What follows belongs to an exercise in optimizing a design on an open flow for small area, a short achievable clock period and few clock cycles per item; a production flow would make more cautious choices.

==> inputs of 05-18 <==
// audio_to_direct_recording_bits
module audio_to_direct_recording_bits (
  input  logic        clk_i,
  input  logic        rst_ni,
  input  logic        psel,
  input  logic        penable,
  input  logic        pwrite,
  input  logic [3:0]  paddr,
  input  logic [31:0] pwdata,
  output logic [31:0] prdata,
  output logic        pready,
  input  logic        in_valid_i,
  output logic        in_ready_o,
  input  logic [7:0]  sample_value_i,
  input  logic        is_last_i,
  output logic        out_valid_o,
  input  logic        out_ready_i,
  output logic [7:0]  packed_byte_o,
  output logic [3:0]  valid_bits_o,
  output logic        final_byte_o,
  output logic [23:0] total_bytes_o,
  output logic        run_clipped_o
);
  localparam logic [8:0]  Q_SAT   = 9'd505;
  localparam logic [23:0] RUN_MAX = 24'hFF_FFFE;   
  logic [7:0]  threshold_q;
  logic        mode_q;
  logic [23:0] period_q;
  logic [15:0] tsb_q;
  logic [15:0] tsb_eff;
  logic        cfg_wr;
  assign pready  = 1'b1;
  assign cfg_wr  = psel && penable && pwrite;
  assign tsb_eff = (tsb_q == 16'd0) ? 16'd1 : tsb_q;
  always_ff @(posedge clk_i or negedge rst_ni) begin
    if (!rst_ni) begin
      threshold_q <= 8'd127;
      mode_q      <= 1'b0;
      period_q    <= 24'd20317;
      tsb_q       <= 16'd79;
    end else if (cfg_wr) begin
      case (paddr[3:2])
        atdrb_pkg::REG_THRESHOLD: threshold_q <= pwdata[7:0];
        atdrb_pkg::REG_MODE:      mode_q      <= pwdata[0];
        atdrb_pkg::REG_PERIOD:    period_q    <= pwdata[23:0];
        atdrb_pkg::REG_TSB:       tsb_q       <= pwdata[15:0];
        default: ;
      endcase
    end
  end
  always_comb begin
    case (paddr[3:2])
      atdrb_pkg::REG_THRESHOLD: prdata = {24'd0, threshold_q};
      atdrb_pkg::REG_MODE:      prdata = {31'd0, mode_q};
      atdrb_pkg::REG_PERIOD:    prdata = {8'd0, period_q};
      atdrb_pkg::REG_TSB:       prdata = {16'd0, tsb_q};
      default:                  prdata = '0;
    endcase
  end
  logic        dirty_q;
  logic        restore_q;
  logic        fin_q;
  ...
export LEC_CHECK = 0
export CAP_MARGIN = 20
export CORE_MARGIN = 2
export CORE_UTILIZATION = 45
export SETUP_SLACK_MARGIN = 5
export SLEW_MARGIN = 20
create_clock -name core_clock -period 9.0 [get_ports {clk_i}]
run.sh (not shown) runs the stock make flow with config.mk's settings and CLKGATE_MAP_FILE= SYNTH_SCRIPT=/design/flow/synth_recipe.tcl, a recipe that flattens the netlist after the stock synthesis.
==> 09-24: changes against 05-18 <==
==> flow/design.v (replaced) <==
package atdrb_pkg;
  localparam int unsigned CNT_W   = 9;
  localparam int unsigned TOTAL_W = 24;
  typedef logic [CNT_W-1:0]   cnt_t;
  typedef logic [TOTAL_W-1:0] total_t;
  typedef enum logic [1:0] {
    REG_THRESHOLD = 2'd0,
    REG_MODE      = 2'd1,
    REG_PERIOD    = 2'd2,
    REG_TSB       = 2'd3
  } reg_idx_e;
  typedef struct packed {
    logic level;
    logic last;
    logic clipped;
    cnt_t count;
  } pack_cmd_t;
endpackage
module atdrb_div (
  input  logic        clk_i,
  input  logic        rst_ni,
  input  logic        start_i,
  input  logic        dbl_i,
  input  logic [23:0] period_i,
  input  logic [15:0] divisor_i,
  output logic        busy_o,
  output logic        done_o,
  output logic [8:0]  a_o,
  output logic [23:0] b_o,
  output logic [16:0] hdiff_o
);
  logic        busy_q;
  logic [3:0]  cnt_q;
  logic [15:0] rem_q;
  logic [15:0] quo_q;
  logic [7:0]  low_q;
  logic [16:0] rem_sh;
  logic [16:0] diff;
  logic        ge;
  logic        sat;
  assign rem_sh = {rem_q, busy_q ? quo_q[15] : low_q[7]};
  assign diff   = rem_sh - {1'b0, divisor_i};
  assign ge     = !diff[16];
  assign sat    = quo_q[14:0] > 15'd252 || (quo_q[14:0] == 15'd252 && ge);
  always_ff @(posedge clk_i or negedge rst_ni) begin
    if (!rst_ni) begin
      busy_q <= 1'b0;
    end else if (start_i) begin
      busy_q <= 1'b1;
    end else if (busy_q && cnt_q == 4'd15) begin
      busy_q <= 1'b0;
    end
  end
  always_ff @(posedge clk_i) begin
    if (start_i) begin
      if (period_i[23:16] == 8'd0) begin
        cnt_q <= 4'd8;
        quo_q <= {period_i[15:8], 8'd0};
      end else begin
        cnt_q <= 4'd0;
        quo_q <= period_i[23:8];
      end
      rem_q <= '0;
      low_q <= period_i[7:0];
    end else if (busy_q || dbl_i) begin
      cnt_q <= cnt_q + 4'd1;
      rem_q <= ge ? diff[15:0] : rem_sh[15:0];
      if ((dbl_i || cnt_q == 4'd15) && sat) begin
        quo_q <= 16'd505;
      end else begin
        quo_q <= {quo_q[14:0], ge};
      end
      if (dbl_i) begin
        low_q <= {low_q[6:0], 1'b0};
      end
    end
  end
  assign busy_o = busy_q;
  assign done_o = busy_q && cnt_q == 4'd15;
  assign a_o    = quo_q[8:0];
  assign b_o    = {rem_q, low_q};
  assign hdiff_o = diff;
endmodule
module atdrb_packer (
  input  logic        clk_i,
  input  logic        rst_ni,
  input  logic        cmd_valid_i,
  input  logic        cmd_level_i,
  input  logic [8:0]  cmd_bits_i,
  input  logic        cmd_clip_i,
  input  logic        cmd_last_i,
  output logic        full_o,
  output logic        out_valid_o,
  input  logic        out_ready_i,
  output logic [7:0]  packed_byte_o,
  output logic [3:0]  valid_bits_o,
  output logic        final_byte_o,
  output logic [23:0] total_bytes_o,
  output logic        run_clipped_o
);
  logic        pv_q;
  logic        pl_q;
  logic [8:0]  pleft_q;
  logic        plast_q;
  logic        pclip_q;
  logic [6:0]  acc_q;
  logic [2:0]  held_q;
  logic        ov_q;
  logic [7:0]  obyte_q;
  logic [3:0]  ovb_q;
  logic        ofinal_q;
  logic [23:0] ototal_q;
  logic        oclip_q;
  logic [3:0]  lo;
  logic [5:0]  hi;
  logic        c8;
  logic        hi_z;
  logic        full;
  logic        rem_lt8;
  logic        rem_z;
  logic [5:0]  rem_hi;
  logic        need_emit;
  logic        out_free;
  logic        emit;
  logic        pdone;
  logic        p_free;
  logic        pdone_c;
  logic [6:0]  acc_d;
  logic [2:0]  held_d;
  logic [8:0]  pleft_d;
  logic [3:0]  lim;
  logic [7:0]  mask;
  logic [7:0]  e_byte;
  assign lo        = {1'b0, held_q} + {1'b0, pleft_q[2:0]};
  assign hi        = pleft_q[8:3];
  assign c8        = lo[3];
  assign hi_z      = hi == '0;
  assign full      = !hi_z || c8;
  assign rem_lt8   = c8 ? hi_z : hi == 6'd1;
  assign rem_z     = rem_lt8 && lo[2:0] == '0;
  assign rem_hi    = c8 ? hi : hi - 6'd1;
  assign need_emit = full || plast_q;
  assign out_free  = !ov_q || out_ready_i;
  assign emit      = pv_q && need_emit && out_free;
  assign lim       = full ? 4'd8 : lo;
  assign mask      = (8'hFF >> held_q) & ~(8'hFF >> lim);
  assign e_byte    = ({1'b0, acc_q} << (4'd8 - {1'b0, held_q})) | (pl_q ? mask : 8'h00);
  always_comb begin
    acc_d   = acc_q;
    held_d  = held_q;
    pleft_d = pleft_q;
    pdone   = 1'b0;
    if (pv_q) begin
      if (!need_emit) begin
        acc_d  = (acc_q << pleft_q[2:0]) | (pl_q ? ~(7'h7F << pleft_q[2:0]) : 7'h00);
        held_d = lo[2:0];
        pdone  = 1'b1;
      end else if (out_free) begin
        if (!full) begin
          held_d = '0;
          pdone  = 1'b1;
        end else begin
          acc_d   = {7{pl_q}};
          held_d  = lo[2:0];
          pleft_d = {rem_hi, 3'b000};
          pdone   = rem_lt8 && (!plast_q || rem_z);
        end
      end
    end
  end
  assign pdone_c = !need_emit || (!ov_q && (!full || (rem_lt8 && (!plast_q || rem_z))));
  assign p_free  = !pv_q || pdone;
  assign full_o  = pv_q && !pdone_c;
  always_ff @(posedge clk_i or negedge rst_ni) begin
    if (!rst_ni) begin
      pv_q     <= 1'b0;
      held_q   <= '0;
      ov_q     <= 1'b0;
      ofinal_q <= 1'b1;
    end else begin
      held_q <= held_d;
      if (p_free) begin
        pv_q <= cmd_valid_i;
      end
      if (emit) begin
        ov_q     <= 1'b1;
        ofinal_q <= plast_q && (!full || rem_z);
      end else if (out_ready_i) begin
        ov_q <= 1'b0;
      end
    end
  end
  always_ff @(posedge clk_i) begin
    acc_q <= acc_d;
    if (p_free) begin
      pl_q    <= cmd_level_i;
      pleft_q <= cmd_bits_i;
      plast_q <= cmd_last_i;
      pclip_q <= cmd_clip_i;
    end else begin
      pleft_q <= pleft_d;
    end
    if (emit) begin
      obyte_q  <= e_byte;
      ovb_q    <= lim;
      ototal_q <= ofinal_q ? 24'd1 : ototal_q + 24'd1;
      oclip_q  <= pclip_q;
    end
  end
  assign out_valid_o   = ov_q;
  assign packed_byte_o = obyte_q;
  assign valid_bits_o  = ovb_q;
  assign final_byte_o  = ofinal_q;
  assign total_bytes_o = ototal_q;
  assign run_clipped_o = oclip_q;
endmodule
module audio_to_direct_recording_bits (
  input  logic        clk_i,
  input  logic        rst_ni,
  input  logic        psel,
  input  logic        penable,
  input  logic        pwrite,
  input  logic [3:0]  paddr,
  input  logic [31:0] pwdata,
  output logic [31:0] prdata,
  output logic        pready,
  input  logic        in_valid_i,
  output logic        in_ready_o,
  input  logic [7:0]  sample_value_i,
  input  logic        is_last_i,
  output logic        out_valid_o,
  input  logic        out_ready_i,
  output logic [7:0]  packed_byte_o,
  output logic [3:0]  valid_bits_o,
  output logic        final_byte_o,
  output logic [23:0] total_bytes_o,
  output logic        run_clipped_o
);
  localparam logic [8:0]  Q_SAT   = 9'd505;
  localparam logic [23:0] RUN_MAX = 24'hFF_FFFE;   
  logic [7:0]  threshold_q;
  logic        mode_q;
  logic [23:0] period_q;
  logic [15:0] tsb_eff;            
  logic        tsb_zero_q;         
  logic        cfg_wr;
  assign pready  = 1'b1;
  assign cfg_wr  = psel && penable && pwrite;
  always_ff @(posedge clk_i or negedge rst_ni) begin
    if (!rst_ni) begin
      threshold_q <= 8'd127;
      mode_q      <= 1'b0;
      period_q    <= 24'd20317;
      tsb_eff     <= 16'd79;
      tsb_zero_q  <= 1'b0;
    end else if (cfg_wr) begin
      case (paddr[3:2])
        atdrb_pkg::REG_THRESHOLD: threshold_q <= pwdata[7:0];
        atdrb_pkg::REG_MODE:      mode_q      <= pwdata[0];
        atdrb_pkg::REG_PERIOD:    period_q    <= pwdata[23:0];
        atdrb_pkg::REG_TSB: begin
          tsb_eff    <= {pwdata[15:1], pwdata[0] || pwdata[15:0] == 16'd0};
          tsb_zero_q <= pwdata[15:0] == 16'd0;
        end
        default: ;
      endcase
    end
  end
  always_comb begin
    case (paddr[3:2])
      atdrb_pkg::REG_THRESHOLD: prdata = {24'd0, threshold_q};
      atdrb_pkg::REG_MODE:      prdata = {31'd0, mode_q};
      atdrb_pkg::REG_PERIOD:    prdata = {8'd0, period_q};
      atdrb_pkg::REG_TSB:       prdata = {16'd0, tsb_eff[15:1], tsb_eff[0] && !tsb_zero_q};
      default:                  prdata = '0;
    endcase
  end
  logic        dirty_q;
  logic        restore_q;
  logic        post_q;
  logic        rc_q;
  logic [4:0]  rc_cnt_q;
  logic        rc_end;
  logic        div_start;
  logic        div_busy;
  logic        div_done;
  logic [8:0]  step_a;
  logic [23:0] step_b;
  logic [16:0] half_diff;
  assign rc_end    = rc_q && rc_cnt_q == 5'd23;
  assign div_start = (dirty_q && !div_busy && !rc_init && !rc_q) || rc_end;
  atdrb_div u_div (
    .clk_i     (clk_i),
    .rst_ni    (rst_ni),
    .start_i   (div_start),
    .dbl_i     (rc_q),
    .period_i  (period_q),
    .divisor_i (tsb_eff),
    .busy_o    (div_busy),
    .done_o    (div_done),
    .a_o       (step_a),
    .b_o       (step_b),
    .hdiff_o   (half_diff)
  );
  logic        open_q, open_d;
  logic        lvl_q, lvl_d;
  logic [23:0] ext_q, ext_d;      
  logic [24:0] g_q, g_d;
  logic [8:0]  q_q, q_d;
  logic        defer_q, defer_d;
  logic        wrap;
  logic [24:0] g_new;
  logic [24:0] g_add;
  logic [9:0]  q_sum;
  logic [8:0]  q_step;
  assign wrap      = !g_q[24];
  assign g_new     = {half_diff[16], half_diff, step_b[6:0]};
  assign g_add     = g_q + {1'b0, step_b} - (wrap ? {1'b0, tsb_eff, 8'd0} : 25'd0);
  assign q_sum     = {1'b0, q_q} + {1'b0, step_a} + {9'd0, wrap};
  assign q_step    = (q_sum >= {1'b0, Q_SAT}) ? Q_SAT : q_sum[8:0];
  logic        s_v_q;
  logic        s_lvl_q;
  logic        s_last_q;
  logic        busy;
  logic        rc_init;
  logic        pk_full;
  logic        s_go;
  logic        take;
  assign rc_init    = post_q && !restore_q && open_q;
  assign busy       = dirty_q || div_busy || rc_init || rc_q;
  assign s_go       = s_v_q && !busy && !defer_q &&
                      (!pk_full || (mode_q && (!open_q || s_lvl_q == lvl_q)));
  assign in_ready_o = !s_v_q || s_go;
  assign take       = in_valid_i && in_ready_o;
  always_ff @(posedge clk_i or negedge rst_ni) begin
    if (!rst_ni) begin
      s_v_q <= 1'b0;
    end else begin
      s_v_q <= take || (s_v_q && !s_go);
    end
  end
  always_ff @(posedge clk_i) begin
    if (take) begin
      s_lvl_q  <= sample_value_i > threshold_q;
      s_last_q <= is_last_i;
    end
  end
  logic        cmd_valid;
  logic        cmd_level;
  logic [8:0]  cmd_q;
  logic        cmd_last;
  logic [8:0]  cmd_bits;
  logic        cmd_clip;
  always_comb begin
    open_d    = open_q;
    lvl_d     = lvl_q;
    ext_d     = ext_q;
    g_d       = g_q;
    q_d       = q_q;
    defer_d   = defer_q;
    cmd_valid = 1'b0;
    cmd_level = lvl_q;
    cmd_q     = q_step;
    cmd_last  = 1'b1;
    if (rc_init) begin
      g_d = g_new;
      q_d = '0;
    end else if (rc_q) begin
      if (ext_q[0]) begin
        g_d = g_add;
        q_d = q_step;
      end
      ext_d = {ext_q[0], ext_q[23:1]};
    end else if (defer_q) begin
      if (!pk_full) begin
        cmd_valid = 1'b1;
        open_d    = 1'b0;
        defer_d   = 1'b0;
      end
    end else if (s_go) begin
      cmd_last = s_last_q;
      if (!mode_q) begin
        cmd_valid = 1'b1;
        cmd_level = s_lvl_q;
        cmd_q     = 9'd1;
        if (s_last_q) open_d = 1'b0;
      end else if (!open_q) begin
        open_d  = 1'b1;
        lvl_d   = s_lvl_q;
        ext_d   = '0;
        g_d     = g_new;
        q_d     = '0;
        defer_d = s_last_q;
      end else if (s_lvl_q == lvl_q) begin
        if (ext_q != RUN_MAX) begin
          ext_d = ext_q + 24'd1;
          g_d   = g_add;
          q_d   = q_step;
        end
        defer_d = s_last_q;
      end else begin
        cmd_valid = 1'b1;
        if (s_last_q) begin
          open_d = 1'b0;
        end else begin
          lvl_d = s_lvl_q;
          ext_d = '0;
          g_d   = g_new;
          q_d   = '0;
        end
      end
    end
  end
  assign cmd_clip = cmd_q == Q_SAT;
  assign cmd_bits = {cmd_q[8:1], (cmd_q[0] && !cmd_clip) || cmd_q == '0};
  always_ff @(posedge clk_i or negedge rst_ni) begin
    if (!rst_ni) begin
      dirty_q   <= 1'b1;
      restore_q <= 1'b0;
      post_q    <= 1'b0;
      rc_q      <= 1'b0;
      open_q    <= 1'b0;
      defer_q   <= 1'b0;
    end else begin
      dirty_q   <= (cfg_wr && paddr[3]) || (dirty_q && !(div_start && !rc_q));
      post_q <= div_done;
      if (rc_init) begin
        rc_q <= 1'b1;
      end else if (rc_end) begin
        rc_q <= 1'b0;
      end
      if (rc_end) begin
        restore_q <= 1'b1;
      end else if (post_q) begin
        restore_q <= 1'b0;
      end
      open_q  <= open_d;
      defer_q <= defer_d;
    end
  end
  always_ff @(posedge clk_i) begin
    lvl_q <= lvl_d;
    ext_q <= ext_d;
    g_q   <= g_d;
    q_q   <= q_d;
    if (post_q) begin
      rc_cnt_q <= '0;
    end else if (rc_q) begin
      rc_cnt_q <= rc_cnt_q + 5'd1;
    end
  end
  atdrb_packer u_pack (
    .clk_i         (clk_i),
    .rst_ni        (rst_ni),
    .cmd_valid_i   (cmd_valid),
    .cmd_level_i   (cmd_level),
    .cmd_bits_i    (cmd_bits),
    .cmd_clip_i    (cmd_clip),
    .cmd_last_i    (cmd_last),
    .full_o        (pk_full),
    .out_valid_o   (out_valid_o),
    .out_ready_i   (out_ready_i),
    .packed_byte_o (packed_byte_o),
    .valid_bits_o  (valid_bits_o),
    .final_byte_o  (final_byte_o),
    .total_bytes_o (total_bytes_o),
    .run_clipped_o (run_clipped_o)
  );
endmodule
==> flow/flow/run.sh (new file) <==
#!/bin/bash
# The standard layout, with plain buffers (not delay buffers) on the ports.
set -euo pipefail
export BUFFER_PORTS_ARGS="-buffer_cell sky130_fd_sc_hd__buf_2"
bash standard.sh > standard.log 2>&1
==> flow/standard.sh (new file) <==
#!/bin/bash
# synth_recipe.tcl (not shown) runs the flow's synth.tcl, then flattens the netlist and writes it again
# the make line also repeats each setting of config.mk as NAME=value (left out here)
make -C /OpenROAD-flow-scripts/flow DESIGN_CONFIG=/design/flow/config.mk WORK_HOME=/design/flow/orfs CLKGATE_MAP_FILE= SYNTH_SCRIPT=/design/flow/synth_recipe.tcl "${@:-finish}"
==> flow/config.mk (replaced) <==
export PLATFORM = sky130hd
export DESIGN_NAME = audio_to_direct_recording_bits
export DESIGN_NICKNAME = audio_to_direct_recording_bits
export VERILOG_FILES = /design/flow/design.v
export SDC_FILE = /design/flow/constraint.sdc
export NUM_CORES = 4
export LEC_CHECK = 0
export CAP_MARGIN = 20
export CORE_MARGIN = 2
export CORE_UTILIZATION = 45
export CTS_CLUSTER_DIAMETER = 80
export CTS_CLUSTER_SIZE = 40
export SETUP_SLACK_MARGIN = 4.6
export SLEW_MARGIN = 20
removed: flow/run.sh
==> run summary <==
- Layout sequential cell count: 243
- Total number of vias: around 13,000
- Minimum clock period: 4.611 ns
- Largest delay share family, worst path: compound AO/OA/AOI/OAI gates
- Inverters: 156
- Initial core utilization: 45.55%
- Non-clock buffer share: 9.160%
- Clock buffers: 40
- Sequential Area: 6759 µm²
- Outcome: no timing/DRC/antenna violations
- Fin nets: 2,073
- Hold path depth: 1
- DP Area: around 18,000 µm²
- Crit-path max FO: 4
- Synthesized area per cell: around 9.4 µm²
- Met1 GRT Util: 30.92%
-- figures above: 05-18

==> run summary <==
- Inverters: 150
- Sequential Area: 6319 µm²
- Crit-path max FO: 2
- Minimum clock period: about 4.6 ns
- Outcome: no timing/DRC/antenna violations
- Total number of vias: 11,290
- Fin nets: 1,807
- Met1 GRT Util: 29.50%
- DP Area: 15,700 µm²
- Layout sequential cell count: 230
-- figures above: 09-24

No run of this note included a check of the RTL's function; only the layout flow was run.

[separate check: timing with driven ports]
Ports are ideal in the flow. The routed layouts listed here were re-timed in OpenROAD. Step 1 assumes that a clkbuf_16 drives the clock port and a buf_2 every other input. Step 2, shift: input delay + t, output delay - t, t = (earliest + latest rising clock arrival at the registers) / 2. This alone moves slack from input paths to output paths. a / b / c = no drivers / after step 1 / after step 2; a / b = the first two.
run	t, ns	slack for setup (ns)	worst data-port slew with drivers (ns)
05-18	0.605	4.389 / 4.389 / 4.389	0.06
09-24	0.541	4.355 / 4.304 / 4.504	0.14
After both steps every run listed still meets setup and hold.
